From an optimization exercise on the open Yosys and OpenROAD flow, aimed at small area, a short achievable clock period and few clock cycles; shortcuts taken in it are not production practice.
Where RTL was checked, it was by simulation tests only, not by an equivalence proof against the original.
Power is estimated from default activity; no workload was simulated.

Setup of the baseline:
Design wasm_code_stream_parser, start of the top module:
module wasm_code_stream_parser #(
    parameter int MAX_DEPTH = wcsp_pkg::MAX_DEPTH_DEFAULT
) (
    input  wire logic                aclk,
    input  wire logic                aresetn,
    input  wire logic                s_valid,
    output logic                     s_ready,
    input  wire logic [8:0]          s_data,
    output logic                     m_valid,
    input  wire logic                m_ready,
    output logic      [117:0]        m_data
);
For scale: roughly 1,000 cells after synthesis, about 180 flip-flops, about 130 I/O pins, roughly 11,000 sq um of cells after synthesis.
==> flow/config.mk <==
export PLATFORM = sky130hd
export DESIGN_NAME = wasm_code_stream_parser
export DESIGN_NICKNAME = wasm_code_stream_parser
export VERILOG_FILES = /design/flow/design.v
export SDC_FILE = /design/flow/constraint.sdc
export NUM_CORES = 4
export LEC_CHECK = 0
export ABC_CLOCK_PERIOD_IN_PS = 2500
export CAP_MARGIN = 20
export CORE_MARGIN = 2
export CORE_UTILIZATION = 40
export SETUP_SLACK_MARGIN = 5
export SLEW_MARGIN = 20
==> flow/constraint.sdc <==
create_clock -name core_clock -period 8.5 [get_ports {aclk}]
set_input_delay 1.7000 -clock core_clock [delete_from_list [all_inputs] [get_ports {aclk}]]
set_output_delay 1.7000 -clock core_clock [all_outputs]
set_load 0.01 [all_outputs]
standard.sh (not shown) runs the stock make flow with config.mk's settings and CLKGATE_MAP_FILE= SYNTH_SCRIPT=/design/flow/synth_recipe.tcl, a recipe that flattens the netlist after the stock synthesis.
==> flow/flow/run.sh <==
#!/bin/bash
set -euo pipefail
MARGIN=5.8
sed -e "s/SETUP_SLACK_MARGIN=[0-9.]*/SETUP_SLACK_MARGIN=$MARGIN/" standard.sh > standard_margin.sh
grep -q "SETUP_SLACK_MARGIN=$MARGIN" standard_margin.sh
bash standard_margin.sh > standard.log 2>&1
diff inputs: the baseline => the candidate
--- a/flow/design.v
+++ b/flow/design.v
@@ -163,43 +163,36 @@
         if (!bv_reg || adv) begin
             bd_reg <= sv_reg ? sd_reg : s_data;
         end
         if (in_acc) begin
             sd_reg <= s_data;
         end
     end
-    logic [NM-1:0]   cm, nm, mdec;
-    logic [3:0]      mode_reg, menc;
+    logic [NM-1:0]   mode_reg, cm, nm;
     logic [63:0]     acc_reg, acc_next;
     logic [31:0]     mo_reg, mo_next;
     logic [3:0]      cnt_reg, cnt_next;
     logic [7:0]      op_reg;
     logic [DW-1:0]   depth_reg, depth_next;
     logic            err_reg;
     logic            m_valid_reg;
     logic [3:0]      kind_reg, kind_next;
     logic [2:0]      ecode_reg, ecode_next;
     logic            fin_reg, fin_next;
-    logic            kmem_reg, kmem_n_reg;
+    logic            kmem_reg;
     logic [7:0]      b;
     logic            rs;
     logic [DW-1:0]   cur_depth;
     logic            upd;
     logic            emit;
     assign b   = bd_reg[8:1];
     assign rs  = bd_reg[0];
     assign adv = bv_reg && (!m_valid_reg || m_ready);
     assign upd = adv && (rs || !err_reg);
-    always_comb begin
-        mdec = '0;
-        mdec[mode_reg] = 1'b1;
-        menc = '0;
-        for (int i = 0; i < NM; i++) if (nm[i]) menc = menc | 4'(i);
-    end
-    assign cm        = rs ? NM'(1) : mdec;
+    assign cm        = rs ? NM'(1) : mode_reg;
     assign cur_depth = rs ? '0 : depth_reg;
     logic c_opc, c_leb, c_l64, c_sgn, c_raw, c_res, c_f, f_last;
     assign c_opc  = cm[O_OPC];
     assign c_l64  = cm[O_I64];
     assign c_sgn  = cm[O_I32] | cm[O_I64];
     assign c_raw  = cm[O_F32] | cm[O_F64] | cm[O_BT];
     assign c_res  = cm[O_CIRES] | cm[O_MEMRES];
@@ -341,21 +334,21 @@
         .up      (cm[O_BT]),
         .down    (is_end),
         .push_if (op_reg == 8'h04),
         .top_if  (top_if)
     );
     always_ff @(posedge aclk) begin
         if (!aresetn) begin
-            mode_reg    <= 4'd0;
+            mode_reg    <= NM'(1);
             depth_reg   <= '0;
             err_reg     <= 1'b0;
             m_valid_reg <= 1'b0;
         end else begin
             if (upd) begin
-                mode_reg  <= menc;
+                mode_reg  <= nm;
                 depth_reg <= depth_next;
                 err_reg   <= (ecode_next != wcsp_pkg::ERR_OK);
             end
             if (upd && emit) begin
                 m_valid_reg <= 1'b1;
             end else if (m_ready) begin
                 m_valid_reg <= 1'b0;
@@ -364,18 +357,19 @@
     end
     always_ff @(posedge aclk) begin
         if (upd) begin
             acc_reg <= acc_next;
             mo_reg  <= mo_next;
             cnt_reg <= cnt_next;
             if (c_opc) op_reg <= b;
+        end
+        if (upd && emit) begin
             kind_reg  <= kind_next;
             ecode_reg <= ecode_next;
             fin_reg   <= fin_next;
-            kmem_reg   <= (kind_next == wcsp_pkg::KIND_MEMARG);
-            kmem_n_reg <= (kind_next != wcsp_pkg::KIND_MEMARG);
+            kmem_reg  <= (kind_next == wcsp_pkg::KIND_MEMARG);
         end
     end
     assign m_valid = m_valid_reg;
-    assign m_data  = {op_reg, kind_reg, acc_reg, mo_reg[31:16] & {16{kmem_reg}}, mo_reg[15:0] & {16{!kmem_n_reg}}, 6'(depth_reg), ecode_reg, fin_reg};
+    assign m_data  = {op_reg, kind_reg, acc_reg, mo_reg & {32{kmem_reg}}, 6'(depth_reg), ecode_reg, fin_reg};
 endmodule
 `default_nettype wire
--- outcome ---
Relative to the baseline, first-pass GRT wire length has decreased by 8.4% in the candidate. The worst hold margin in the candidate sits 0.040 ns above the value recorded for the baseline. Going from the baseline to the candidate, worst path required time fell 1.98 ns, worst-margin pin slew went down 0.25 ns, final sequential cell count now larger, floorplan die height now larger. Any difference in final standard cell count with taps included and fillers excluded between the candidate and the baseline is small enough to ignore. The power of the candidate falls short of that of the baseline by 19%. Of the two values seen for termination of the worst setup path, m_data[37] was produced by the candidate and acc_reg[8] by the baseline. For the baseline, the biggest area consumer among cell classes was multi-input gates, unlike the candidate, where it was registers. Going from the baseline to the candidate, post-synthesis instance area now sits higher, cell area now sits lower. The baseline reports its critical path class as register to register while the candidate reports register to output port. The baseline has higher proportion of final cell area spent on non-clock buffers than the candidate. When the candidate is measured against the baseline, its flip-flop and latch count after synthesis turns out 5.5% higher. Delta(wire length, the candidate - the baseline) < 0.
Testbench counts of the candidate, summed over its fixed seeds: cycles 33,140.
Only the layout flow was run in the baseline; the RTL was not checked for function there.

## port drivers added, routing unchanged
The flow's constraints put no driver on any port. The routed layouts listed below were extracted and timed again, unchanged, in two steps.
Step 1: set_driving_cell puts a clkbuf_16 on aclk and a buf_2 on each other input, an assumption about the parent block.
Step 2 moves the port delays by t, midway between the first and last clock arrival at a register: inputs arrive t later, outputs are due t later. That takes back most of the time a late clock gives input paths.
a / b / c = no drivers / after step 1 / after step 2; a / b = the first two.
run | t (ns) | slack for setup (ns) | hold WS [ns] | slew at the worst register clock pin (ns)
the baseline | 0.496 | 5.380 / 5.337 / 5.380 | 0.481 / 0.481 / 0.481 | 0.09 / 0.09
the candidate | 0.489 | 5.351 / 5.300 / 5.040 | 0.520 / 0.520 / 0.520 | 0.08 / 0.08
After both steps every run listed still meets setup and hold. For the candidate, which loses most, drivers alone change the setup slack by -0.051 ns; drivers and shift together by -0.311 ns.
